What follows belongs to an exercise in optimizing a design on an open flow for small area, a short achievable clock period and few clock cycles per item; a production flow would make more cautious choices. RTL that was checked went through simulation tests only; none was proved equivalent to the original. Power figures rest on the tool's default switching activity, not on a simulated workload.

## 03-28
==> flow/design.v (excerpt) <==
module kmeans_pixel_assign_accumulate
#(
    parameter int NUM_CLUSTERS = kpa_pkg::NUM_CLUSTERS_DEF
) (
    input  logic                            clk,
    input  logic                            rst_n,
    input  logic                            pixels_valid,
    output logic                            pixels_ready,
    input  logic [kpa_pkg::PIXEL_W-1:0]     pixels_pixel,
    input  logic                            pixels_first_pixel,
    input  logic                            pixels_last_pixel,
    output logic                            results_valid,
    input  logic                            results_ready,
    output logic                            results_item_kind,
    output logic [kpa_pkg::CLUSTER_W-1:0]   results_cluster,
    output logic [kpa_pkg::SUM_W-1:0]       results_pixel_sum,
    output logic [kpa_pkg::COUNT_W-1:0]     results_pixel_count,
    output logic                            results_end_of_run,
    input  logic                            cfg_write,
    input  logic [kpa_pkg::CFG_INDEX_W-1:0] cfg_index,
    input  logic [kpa_pkg::CENTROID_W-1:0]  cfg_data
);
    localparam int D  = kpa_pkg::QUEUE_DEPTH;
    localparam int CN = $clog2(D + 1);
    logic                              cfg_we_reg;
    logic [kpa_pkg::CFG_INDEX_W-1:0]   cfg_idx_reg;
    logic [kpa_pkg::CENTROID_W-1:0]    cfg_dat_reg;
    always_ff @(posedge clk or negedge rst_n)
    begin
        if (!rst_n)
        begin
            cfg_we_reg <= 1'b0;
        end
        else
        begin
  ...
Size: about 650 flip-flops, roughly 90 I/O pins.
Settings: LEC_CHECK=0, CAP_MARGIN=20, CORE_MARGIN=2, CORE_UTILIZATION=65, PLACE_DENSITY=0.75, SLEW_MARGIN=20; clock period 11.0 ns.
standard.sh (not shown) runs the stock make flow with config.mk's settings and CLKGATE_MAP_FILE= SYNTH_SCRIPT=/design/flow/synth_recipe.tcl, a recipe that flattens the netlist after the stock synthesis.
==> flow/flow/run.sh <==
#!/bin/bash
set -euo pipefail
bash standard.sh SETUP_SLACK_MARGIN=7.4 "BUFFER_PORTS_ARGS=-buffer_cell sky130_fd_sc_hd__buf_2" finish > orfs_make.log 2>&1
03-28 closes out successfully: all stages finished, all timing, DRC and antenna checks passed.
Testbench counts of 03-28, summed over its fixed seeds: cycles 31,904, pixels 30,720.
Setup changes, 03-28 to 09-03
- changing CORE_UTILIZATION from 65 to 60
- changing PLACE_DENSITY from 0.75 to 0.72
==> flow/flow/run.sh <==
#!/bin/bash
set -euo pipefail
bash standard.sh SETUP_SLACK_MARGIN=7.6 finish > orfs_make.log 2>&1
==> comparison <==
- In the reports for 03-28 and 09-03, the larger share of total power in the clock network belongs to 03-28.
- | worst-case setup margin in the final layout | 09-03 vs 03-28 | better |
- 09-03 ended up with u_accum.selc_reg[5] as its launch point of the worst path; 03-28 ended up with results_ready.
- Count of non-CTS buffers in the layout up about 56% in 09-03 wrt 03-28
- Compared with 03-28, 09-03 shows largest net degree at the start of global routing that has gone up by more than 10%.
- Global routing met1 resource utilization: lower on 03-28
- Lower clock power goes to 03-28 over 09-03.

* * *

run 1:
kmeans_pixel_assign_accumulate again, from the RTL that the note above started with.
export LEC_CHECK = 0
export CAP_MARGIN = 20
export CORE_MARGIN = 2
export CORE_UTILIZATION = 50
export PLACE_DENSITY = 0.65
export SLEW_MARGIN = 20
create_clock -name core_clock -period 11.0 [get_ports {clk}]
==> flow/flow/run.sh <==
#!/bin/bash
set -euo pipefail
bash standard.sh SETUP_SLACK_MARGIN=7 finish > orfs_make.log 2>&1
Testbench counts of run 1, summed over its fixed seeds: cycles 31,904, pixels 30,720.
Edits applied to the flow inputs when going from run 1 to run 2:
# run 1
export LEC_CHECK = 0
export CAP_MARGIN = 20
export CORE_MARGIN = 2
export CORE_UTILIZATION = 50
export PLACE_DENSITY = 0.65
export SLEW_MARGIN = 20
create_clock -name core_clock -period 11.0 [get_ports {clk}]
# run 2
export LEC_CHECK = 0
export CAP_MARGIN = 20
export CORE_MARGIN = 2
export CORE_UTILIZATION = 50
export PLACE_DENSITY = 0.65
export SETUP_SLACK_MARGIN = 5
export SLEW_MARGIN = 20
create_clock -name core_clock -period 11.0 [get_ports {clk}]
==> flow/run.sh (new file) <==
#!/bin/bash
# synth_recipe.tcl (not shown) runs the flow's synth.tcl, then flattens the netlist and writes it again
# the make line also repeats each setting of config.mk as NAME=value (left out here)
make -C /OpenROAD-flow-scripts/flow DESIGN_CONFIG=/design/flow/config.mk WORK_HOME=/design/flow/orfs CLKGATE_MAP_FILE= SYNTH_SCRIPT=/design/flow/synth_recipe.tcl finish
removed: flow/flow/run.sh
removed: flow/standard.sh
## What came out
Clock network fraction of design power: run 2 vs run 1 down 0.3 points
Between run 2 and run 1, routed length on met2 is lower for run 2, run 1 comes in above that.
Filler cell count in the final layout is higher on run 2
Per the comparison of run 2 with run 1, power per cell area did not really move, register cell area after layout did not really move.
Compared with run 1, in run 2 least setup slack across all paths after layout went down 0.73 ns; average wire per cell in the routed design has decreased.
| fraction of area in multi-input gates | run 1 vs run 2 | ≈ equal |
Run 2 reports its endpoint of the most critical setup path as u_accum.counts_reg[0][14]$_DFFE_PP_ while run 1 reports results_item_kind.
Here is what was changed in the inputs of run 3 compared with run 2.
# run 2
export LEC_CHECK = 0
export CAP_MARGIN = 20
export CORE_MARGIN = 2
export CORE_UTILIZATION = 50
export PLACE_DENSITY = 0.65
export SETUP_SLACK_MARGIN = 5
export SLEW_MARGIN = 20
create_clock -name core_clock -period 11.0 [get_ports {clk}]
# run 3
export LEC_CHECK = 0
export CAP_MARGIN = 20
export CORE_MARGIN = 2
export CORE_UTILIZATION = 55
export PLACE_DENSITY = 0.7
export SLEW_MARGIN = 20
create_clock -name core_clock -period 11.0 [get_ports {clk}]
==> flow/flow/run.sh (new file) <==
#!/bin/bash
set -euo pipefail
bash standard.sh SETUP_SLACK_MARGIN=7.6 "BUFFER_PORTS_ARGS=-buffer_cell sky130_fd_sc_hd__buf_2" finish > orfs_make.log 2>&1
==> flow/standard.sh (new file) <==
#!/bin/bash
# synth_recipe.tcl (not shown) runs the flow's synth.tcl, then flattens the netlist and writes it again
# the make line also repeats each setting of config.mk as NAME=value (left out here)
make -C /OpenROAD-flow-scripts/flow DESIGN_CONFIG=/design/flow/config.mk WORK_HOME=/design/flow/orfs CLKGATE_MAP_FILE= SYNTH_SCRIPT=/design/flow/synth_recipe.tcl "${@:-finish}"
removed: flow/run.sh
==> comparison <==
- Total power of run 3 is higher than that of run 2.
- Comparing run 2 and run 3, the higher achievable frequency is on run 3.
- Summary of the comparison: share of total power in the clock network is lower in run 3, relative to run 2.
- From run 2 to run 3 the numbers moved as follows: initial cell density of the core rose 5.0 points, synthesis-to-layout area growth rose 3.9 points, setup slack rose 1.16 ns, synthesized cell count about even, combinational-cell power consumption rose about 15%.
- Changes observed in run 3 relative to run 2: global routing usage on met2 shows an increase of 3.6 points; routed wire length now sits higher.
Input-level comparison between run 4 and run 3:
# run 3
export LEC_CHECK = 0
export CAP_MARGIN = 20
export CORE_MARGIN = 2
export CORE_UTILIZATION = 55
export PLACE_DENSITY = 0.7
export SLEW_MARGIN = 20
create_clock -name core_clock -period 11.0 [get_ports {clk}]
# run 4
export LEC_CHECK = 0
export CAP_MARGIN = 20
export CORE_MARGIN = 2
export CORE_UTILIZATION = 60
export PLACE_DENSITY = 0.72
export SLEW_MARGIN = 20
create_clock -name core_clock -period 11.0 [get_ports {clk}]
Notes after the runs:
Non-clock buffer instance count of the final layout: run 4 < run 3
Against run 3, run 4 comes in 4 lower on number of CTS-inserted buffers.
Area of the die ended up 8.2% lower on run 4 than on run 3.

* * *

Setup of 03-27:
Another version of the RTL of kmeans_pixel_assign_accumulate (not shown whole).
Size: about 2700 cells after synthesis, roughly 640 flip-flops, about 90 I/O pins, about 31000 µm² of cells after synthesis.
clock: 11.0 ns
lec_check: 0
cap_margin: 20
core_margin: 2
core_utilization: 60
place_density: 0.72
slew_margin: 20
==> flow/flow/run.sh <==
#!/bin/bash
set -euo pipefail
bash standard.sh SETUP_SLACK_MARGIN=7.6 "BUFFER_PORTS_ARGS=-buffer_cell sky130_fd_sc_hd__buf_2" finish > orfs_make.log 2>&1
03-27 finished all stages; the layout is clean.
Input changes introduced in 05-25 (baseline for comparison: 03-27):
==> flow/flow/run.sh <==
#!/bin/bash
set -euo pipefail
bash standard.sh SETUP_SLACK_MARGIN=7.9 "BUFFER_PORTS_ARGS=-buffer_cell sky130_fd_sc_hd__buf_2" finish > orfs_make.log 2>&1
--- outcome ---
05-25 — utilization 4.5 points higher, 03-27 as reference
Diff 03-27 -> 05-25: power saw an increase; aggregate routed wire length saw an increase; total inserted antenna cells saw an increase; cell count saw an increase.
No run of this note included a check of the RTL's function; only the layout flow was run.

* * *

== main ==
kmeans_pixel_assign_accumulate with an RTL version that a note above also has.
Size in the first run: ~2700 cells after synthesis, about 650 flip-flops, about 90 I/O pins.
==> flow/config.mk <==
export PLATFORM = sky130hd
export DESIGN_NAME = kmeans_pixel_assign_accumulate
export DESIGN_NICKNAME = kmeans_pixel_assign_accumulate
export VERILOG_FILES = /design/flow/design.v
export SDC_FILE = /design/flow/constraint.sdc
export NUM_CORES = 4
export LEC_CHECK = 0
export CAP_MARGIN = 20
export CORE_MARGIN = 2
export CORE_UTILIZATION = 60
export PLACE_DENSITY = 0.72
export SLEW_MARGIN = 20
==> flow/constraint.sdc <==
create_clock -name core_clock -period 11.0 [get_ports {clk}]
set_input_delay 2.2000 -clock core_clock [delete_from_list [all_inputs] [get_ports {clk}]]
set_output_delay 2.2000 -clock core_clock [all_outputs]
set_load 0.01 [all_outputs]
==> flow/flow/run.sh <==
#!/bin/bash
set -euo pipefail
bash standard.sh SETUP_SLACK_MARGIN=7.7 "BUFFER_PORTS_ARGS=-buffer_cell sky130_fd_sc_hd__buf_2" finish > orfs_make.log 2>&1
Testbench counts of main, summed over its fixed seeds: cycles 31,904, pixels 30,720.
[inputs] the feature branch vs main
==> flow/flow/run.sh <==
#!/bin/bash
set -euo pipefail
bash standard.sh SETUP_SLACK_MARGIN=7.6 "BUFFER_PORTS_ARGS=-buffer_cell sky130_fd_sc_hd__buf_2" finish > orfs_make.log 2>&1
diff --git a/flow/config.mk b/flow/config.mk
--- a/flow/config.mk
+++ b/flow/config.mk
@@ -9,4 +9,4 @@
 export CORE_MARGIN = 2
-export CORE_UTILIZATION = 60
-export PLACE_DENSITY = 0.72
+export CORE_UTILIZATION = 65
+export PLACE_DENSITY = 0.75
 export SLEW_MARGIN = 20
==> comparison <==
Placer congestion estimate, main and the feature branch: smaller value in the feature branch
Re number of nets with antenna violations after detailed routing: no difference whatsoever between the feature branch and main.
main → the feature branch: power attributed to sequential cells held steady; max capacitance violation total held steady; switching part of the total grew by 0.22 points; final area shrank by about 4%; time the worst path needs with I/O delays and setup grew by 0.033 ns.
The feature branch gives more share of cell area taken by multi-input logic gates than main did.

## port drivers added, routing unchanged
No port has a modelled driver above. Below, the same layouts with a new extraction and two added sets of constraints. Step 1 (the two cells are an assumption about what drives the block):
set clk [get_ports {clk}]
set_driving_cell -lib_cell sky130_fd_sc_hd__clkbuf_16 $clk
set_driving_cell -lib_cell sky130_fd_sc_hd__buf_2 [delete_from_list [all_inputs] $clk]
Step 2 also shifts input and output timing later by t, the mid clock arrival at the registers, as if the neighbouring blocks saw the same clock. Three values: ideal, step 1, step 2; two values: the first two.
run | shift t [ns] | setup WS [ns] | worst hold slack (ns) | pins driven straight from the clock port
03-28 | 0.653 | 7.438 / 7.453 / 6.817 | 0.334 / 0.334 / 0.334 | 1
09-03 | 0.660 | 7.507 / 7.507 / 7.053 | 0.329 / 0.329 / 0.329 | 1
run 1 | 0.667 | 7.111 / 7.050 / 6.544 | 0.350 / 0.350 / 0.350 | 1
run 2 | 0.667 | 6.382 / 6.382 / 6.077 | 0.326 / 0.326 / 0.326 | 1
run 3 | 0.674 | 7.546 / 7.546 / 7.003 | 0.330 / 0.330 / 0.330 | 1
run 4 | 0.665 | 7.597 / 7.565 / 7.083 | 0.327 / 0.327 / 0.327 | 1
03-27 | 0.665 | 7.297 / 7.297 / 7.127 | 0.344 / 0.344 / 0.344 | 1
05-25 | 0.681 | 7.367 / 7.367 / 7.298 | 0.324 / 0.324 / 0.324 | 1
main | 0.677 | 7.546 / 7.542 / 7.147 | 0.325 / 0.325 / 0.325 | 1
the feature branch | 0.663 | 7.513 / 7.468 / 7.014 | 0.348 / 0.348 / 0.348 | 1
After both steps setup and hold are still met in every run listed. The setup slack of 03-28, which loses most, moves by +0.015 ns with the drivers and by -0.621 ns with both steps.
